This is an optimization exercise on Yosys and OpenROAD, whose aim is small area, a short achievable clock period and few clock cycles, not a production implementation. Only simulation tests tie the RTL to the original design; equivalence was not proved. Power figures rest on the tool's default switching activity, not on a simulated workload.

==> inputs of build 51 <==
// slot_pool_best_fit_allocator
module slot_pool_best_fit_allocator #(
   parameter int MAX_SLOTS     = 64,
   parameter int CAPACITY_BITS = 16
) (
   input  logic                  clock,
   input  logic                  reset,
   input  logic                  csr_psel,
   input  logic                  csr_penable,
   input  logic                  csr_pwrite,
   input  logic [CSR_ADDR_W-1:0] csr_paddr,
   input  logic [CSR_DATA_W-1:0] csr_pwdata,
   output logic [CSR_DATA_W-1:0] csr_prdata,
   output logic                  csr_pready,
   input  logic                    req_valid,
   output logic                    req_ready,
   input  logic [MODE_W-1:0]       req_mode,
   input  logic [AMOUNT_W-1:0]     req_amount,
   input  logic [SLOT_INDEX_W-1:0] req_slot_index,
   output logic                    rsp_valid,
   input  logic                    rsp_ready,
   output logic [SLOT_INDEX_W-1:0] rsp_granted_slot,
   output logic                    rsp_created,
   output logic [1:0]              rsp_status,
   output logic [COUNT_W-1:0]      rsp_free_slots,
   output logic [COUNT_W-1:0]      rsp_total_slots
);
   localparam int N         = MAX_SLOTS;
   localparam int CW        = CAPACITY_BITS;
   localparam int SLOT_W    = $clog2(N);
   localparam int CNT_W     = $clog2(N + 1);
   localparam int DIV_STEPS = 1;                  
  ...
Settings: LEC_CHECK=0, ABC_CLOCK_PERIOD_IN_PS=4500, CAP_MARGIN=30, CORE_MARGIN=2, CORE_UTILIZATION=35, SETUP_SLACK_MARGIN=2.0, SLEW_MARGIN=30; clock period 7.0 ns.
run.sh (not shown) runs the stock make flow with config.mk's settings and CLKGATE_MAP_FILE= SYNTH_SCRIPT=/design/flow/synth_recipe.tcl, a recipe that flattens the netlist after the stock synthesis.
==> inputs of trial 72, as changes to build 51 <==
--- a/flow/design.v
+++ b/flow/design.v
@@ -51,15 +51,15 @@
    output logic [COUNT_W-1:0]      rsp_free_slots,
    output logic [COUNT_W-1:0]      rsp_total_slots
 );
    localparam int N         = MAX_SLOTS;
    localparam int CW        = CAPACITY_BITS;
    localparam int SLOT_W    = $clog2(N);
    localparam int CNT_W     = $clog2(N + 1);
-   localparam int DIV_STEPS = 1;                  
+   localparam int DIV_STEPS = 2;                  
    localparam int DIV_CYC   = CW / DIV_STEPS;
    localparam int DCNT_W    = $clog2(DIV_CYC + 1);
    localparam logic [CNT_W-1:0] MAX_COUNT = CNT_W'(N);
    localparam logic [2:0] PH_FIRST = 3'd0;    
    localparam logic [2:0] PH_LOAD  = 3'd1;    
    localparam logic [2:0] PH_CMP   = 3'd2;    
    localparam logic [2:0] PH_CHECK = 3'd3;    
@@ -115,34 +115,30 @@
    logic [CW-1:0]     cap_ff [N];
    logic [N-1:0]      free_ff;
    logic [N-1:0]      ltb_ff;         
    logic [CNT_W-1:0]  total_ff;
    logic [CNT_W-1:0]  free_cnt_ff;
    logic [CNT_W-1:0]  base_n_ff;      
    logic [N-1:0]      base_vec;       
-   logic              fill_ff;        
    logic                    ex_valid_ff;
    logic [MODE_W-1:0]       ex_mode_ff;
    logic [AMOUNT_W-1:0]     ex_amount_ff;
    logic [SLOT_INDEX_W-1:0] ex_idx_ff;
    logic [2:0]              ex_phase_ff;
-   logic                    in_first_ff;    
    logic                    ge_ok_ff;       
    logic                    pend_valid_ff;
    logic [MODE_W-1:0]       pend_mode_ff;
    logic [AMOUNT_W-1:0]     pend_amount_ff;
    logic [SLOT_INDEX_W-1:0] pend_idx_ff;
    logic                    req_ready_ff;
    logic [N-1:0]      ge_ff;          
    logic [N-1:0]      fit_ff;         
    logic [SLOT_W-1:0] cand_idx_ff;    
    logic [CW:0]       cand_cap_ff;    
    logic              chained_ff;     
-   logic [CW-1:0]     prev_cap_ff;    
-   logic              far_ff;         
    logic [CW-1:0]     rem_ff;         
    logic [DCNT_W-1:0] div_cnt_ff;
    logic                    rsp_valid_ff;
    logic [SLOT_INDEX_W-1:0] rsp_granted_ff;
    logic                    rsp_created_ff;
    logic [1:0]              rsp_status_ff;
    logic [COUNT_W-1:0]      rsp_free_ff;
@@ -168,15 +164,15 @@
    end
    logic [N-1:0]      sel_vec;
    logic [N-1:0]      sel_pre;     
    logic [N-1:0]      sel_hot;     
    logic              sel_any;
    logic              sel_fast;
    logic [SLOT_W-1:0] sel_idx;
-   assign sel_vec = in_first_ff ? (free_ff & ge_ff) : (fit_ff & ~ge_ff);
+   assign sel_vec = (ex_phase_ff == PH_FIRST) ? (free_ff & ge_ff) : (fit_ff & ~ge_ff);
    always_comb begin
       logic [N-1:0] p;
       p = {sel_vec[N-2:0], 1'b0};
       for (int s = 1; s < N; s = s * 2) begin
          p = p | (p << s);
       end
       sel_pre = p;
@@ -199,15 +195,15 @@
          cand_hot[i] = (cand_idx_ff == SLOT_W'(i));
          cand_cap    = cand_cap | (cap_ff[i] & {CW{cand_hot[i]}});
       end
    end
    logic [CW-1:0] rem_step;
    logic [CW-1:0] div_bits;
    logic [CW:0]   bound;
-   assign div_bits = prev_cap_ff;
+   assign div_bits = cand_cap_ff[CW-1:0] << (div_cnt_ff * DIV_STEPS);
    always_comb begin
       logic [CW:0] r;
       r = {1'b0, rem_ff};
       for (int k = 0; k < DIV_STEPS; k++) begin
          r = {r[CW-1:0], div_bits[CW-1-k]};
          if (r >= {1'b0, ex_amount_ff}) r = r - {1'b0, ex_amount_ff};
       end
@@ -269,18 +265,14 @@
             end
          end
          PH_LOAD:  phase_in = PH_CMP;
          PH_CMP:   phase_in = PH_CHECK;
          PH_CHECK: begin
             if (sel_any) begin
                phase_in = PH_LOAD;
-            end else if (chained_ff && far_ff) begin
-               done       = 1'b1;
-               grant      = 1'b1;
-               grant_cand = 1'b1;
             end else if (chained_ff) begin
                phase_in = PH_DIV;
             end else begin
                done       = 1'b1;
                grant      = 1'b1;
                grant_cand = 1'b1;
             end
@@ -340,29 +332,27 @@
          end
          if (append) total_in = total_ff + CNT_W'(1);
          if ((ex_mode_ff == MODE_RELEASE) && rel_ok) begin
             free_in[ex_idx_ff] = 1'b1;
             if (rel_was_used) free_cnt_in = free_cnt_ff + CNT_W'(1);
          end
       end
-      if (fill_ff) free_in = base_vec;
       if (rebuild) begin
+         free_in     = therm(new_n);
          free_cnt_in = new_n;
          total_in    = new_n;
       end
    end
    always_ff @(posedge clock) begin
       if (reset) begin
          free_ff     <= '0;
          free_cnt_ff <= '0;
          total_ff    <= '0;
          base_n_ff   <= '0;
-         fill_ff     <= 1'b0;
       end else begin
-         fill_ff     <= rebuild;
          if (rebuild) base_n_ff <= new_n;
          free_ff     <= free_in;
          free_cnt_ff <= free_cnt_in;
          total_ff    <= total_in;
       end
    end
    always_ff @(posedge clock) begin
@@ -371,63 +361,54 @@
       end else if (advance) begin
          unique case (ex_phase_ff)
             PH_FIRST: begin
                fit_ff      <= sel_vec;
                cand_idx_ff <= sel_idx;
             end
             PH_LOAD: begin
-               prev_cap_ff <= cand_cap_ff[CW-1:0];
                cand_cap_ff <= {1'b0, cand_cap};
             end
-            PH_CMP: begin
-               far_ff <= ({1'b0, prev_cap_ff} - cand_cap_ff) >= {1'b0, ex_amount_ff};
-            end
             PH_CHECK: begin
-               prev_cap_ff <= cand_cap_ff[CW-1:0];    
                chained_ff  <= 1'b1;
                cand_idx_ff <= sel_idx;
                rem_ff      <= '0;
                div_cnt_ff  <= '0;
             end
             PH_DIV: begin
                rem_ff      <= rem_step;
-               prev_cap_ff <= prev_cap_ff << DIV_STEPS;
                div_cnt_ff  <= div_cnt_ff + DCNT_W'(1);
             end
             PH_BOUND: begin
                cand_cap_ff <= bound;
             end
             default: ;
          endcase
       end
    end
-   logic [2:0] phase_nx;
-   always_comb begin
-      phase_nx = ex_phase_ff;
-      if (ex_take)                         phase_nx = PH_FIRST;
-      else if (advance)                    phase_nx = phase_in;
-      else if (ex_phase_ff == PH_CHECK)    phase_nx = PH_CMP;
-      else if (ex_phase_ff == PH_TIE)      phase_nx = PH_TCMP;
-   end
    always_ff @(posedge clock) begin
       if (reset) begin
          ex_valid_ff   <= 1'b0;
          pend_valid_ff <= 1'b0;
          req_ready_ff  <= 1'b1;
          ex_phase_ff   <= PH_FIRST;
-         in_first_ff   <= 1'b1;
          ge_ok_ff      <= 1'b0;
       end else begin
-         ex_phase_ff <= phase_nx;
-         in_first_ff <= (phase_nx == PH_FIRST);
          if (ex_take) begin
             ex_valid_ff <= pend_valid_ff | req_take;
+            ex_phase_ff <= PH_FIRST;
             ge_ok_ff    <= 1'b1;
          end else begin
             ge_ok_ff <= x_redo;
+            if (advance) begin
+               ex_phase_ff <= phase_in;
+            end else if (ex_phase_ff == PH_CHECK) begin
+               ex_phase_ff <= PH_CMP;
+            end else if (ex_phase_ff == PH_TIE) begin
+               ex_phase_ff <= PH_TCMP;
+            end
          end
          pend_valid_ff <= ex_take ? 1'b0 : (pend_valid_ff | req_take);
          req_ready_ff  <= ex_take ? 1'b1 : ~(pend_valid_ff | req_take);
       end
    end
    always_ff @(posedge clock) begin
       if (ex_take) begin
- ABC_CLOCK_PERIOD_IN_PS: 4500 -> default
- CAP_MARGIN: 30 -> 20
- CORE_UTILIZATION: 35 -> 40
- SETUP_SLACK_MARGIN: 2.0 -> default
- SLEW_MARGIN: 30 -> 20
==> qor summary <==
quantity                                                          build 51                 trial 72
Run status                                         complete, no violations  complete, no violations
Worst hold start                                                ltb_ff[22]               ltb_ff[43]
Sequential cell area                                          41,340 sq um             40,740 sq um
Nonclk buf count                                                       674                      650
Power in sequential cells                                          10.8 mW                  10.7 mW
Initial standard-cell utilization of the core                       0.3512                   0.4018
Minimum clock period after layout                                 5.284 ns                 6.511 ns
Total met2 wirelength after detailed routing                    190,500 um               184,700 um
CTS sink cnt                                                         1,466                    1,446
Wire length of the first global-routing pass                    609,900 um               637,200 um
Crit path buffers/inverters                                              0                        3
Final Routed Wirelength                                         461,900 um               487,500 um
Number of library cell types mapped by synthesis                       102                       99
Data arrival at the endpoint of the critical path                  5.89 ns                  7.04 ns
Peak VDD IR                                                    0.0002079 V              0.0002510 V
Fin nets                                                             8,698                    8,466
Fraction of synthesized area in multiplexers                       0.01641                  0.02196
#FFs+latches synth                                                   1,466                    1,446
Leakage power                                                     34.89 nW                 32.05 nW
Fraction of area in multi-input gates                               0.4084                   0.4029
Flip-flop and latch count                                            1,466                    1,446
Finished layout cell area                                     99,220 sq um             94,720 sq um
Placer's final routability congestion estimate                       1.087                    1.092
Simple-Gate Fraction of Synth Area                                  0.1669                   0.1340
Testbench counts of build 51, summed over its fixed seeds: cycles 10,798.
Testbench counts of trial 72, summed over its fixed seeds: cycles 11,161.

========
==> inputs of job 9564 <==
Another version of the RTL of slot_pool_best_fit_allocator (not shown whole).
Settings: LEC_CHECK=0, ABC_CLOCK_PERIOD_IN_PS=4500, CAP_MARGIN=30, CORE_MARGIN=2, CORE_UTILIZATION=35, SETUP_SLACK_MARGIN=2.0, SLEW_MARGIN=30; clock period 7.0 ns.
==> job 6000 (differences from job 9564) <==
Settings changed: ABC_CLOCK_PERIOD_IN_PS 4500 to 3500, SETUP_SLACK_MARGIN 2.0 to 3.0.
==> notes.md <==
| quantity | job 9564 | job 6000 |
|---|---|---|
| Power Dens Cells | 266 nW/µm² | 258 nW/µm² |
| Worst r2r src | cand_idx_ff[4]$_DFFE_PP_ | sl_busy_ff$_SDFFE_PP0P_ |
| Non-clock buffer share of cell area | 5.92% | 10.1% |
| Post-cts gate resize count | 22 | 549 |
| Min-Delay Endpoint | rsp_status_ff[1]$_SDFFE_PP0P_ | rsp_created_ff$_SDFFE_PP0P_ |
| Result of the run | finished clean | finished clean |
| Worst endpoint data arrival time | 5.63 ns | 4.98 ns |
| Comb group | 6.72 mW | 8.16 mW |
| Cell seen most often among critical-path stages | sky130_fd_sc_hd__buf_4 | sky130_fd_sc_hd__buf_12 |
| Number of inserted filler cells in the final layout | 24200 | 23500 |
| Sw Pwr | 10.0 mW | 10.9 mW |
| Clock Power | 9.78 mW | 10.2 mW |
| CP max stage cell | sky130_fd_sc_hd__a221oi_1 | sky130_fd_sc_hd__o21a_1 |
| Register cell area after layout | 41400 µm² | 41500 µm² |
| Clock network fraction of total power | 35.9% | 35.0% |
| Depth of the worst register-to-register path | 9 | 19 |
| Met2 demand-to-capacity share in global routing | 61.7% | 64.1% |
| Initial antenna violation count | 94 | 82 |
| Met1 Track Usage GR | 57.8% | 61.5% |
| Largest net degree at the start of global routing | 124 | 130 |
Testbench counts of job 9564, summed over its fixed seeds: cycles 10,798.
Testbench counts of job 6000, summed over its fixed seeds: cycles 10,798.

==> static timing again, ports no longer ideal <==
In the flow no input, the clock included, has a driving cell. The finished layouts below were timed again as built, in two steps.
Step 1 sets driving cells, clkbuf_16 on the clock port and buf_2 on the other inputs (assumed; they add their load-dependent delay and slew).
Step 2 adds t to the input delays and takes it off the output delays; t is the mean of the earliest and latest rising clock arrival at the registers after step 1. Input paths then give back, and output paths get back, about the clock's delay inside the block.
Three values: ideal ports, drivers, drivers and shift; two values: the first two.
| run | t (ns) | setup slack, ns | worst setup path at the end |
|---|---|---|---|
| build 51 | 0.949 | 1.716 / 1.716 / 0.968 | input to register |
| trial 72 | 0.942 | 0.489 / 0.489 / 0.267 | input to register |
| job 9564 | 0.970 | 1.966 / 1.966 / 1.106 | input to register |
| job 6000 | 0.964 | 2.745 / 2.745 / 1.978 | input to register |
After both steps every run listed still meets setup and hold. For job 9564, which loses most, drivers alone change the setup slack by 0.000 ns; drivers and shift together by -0.860 ns.
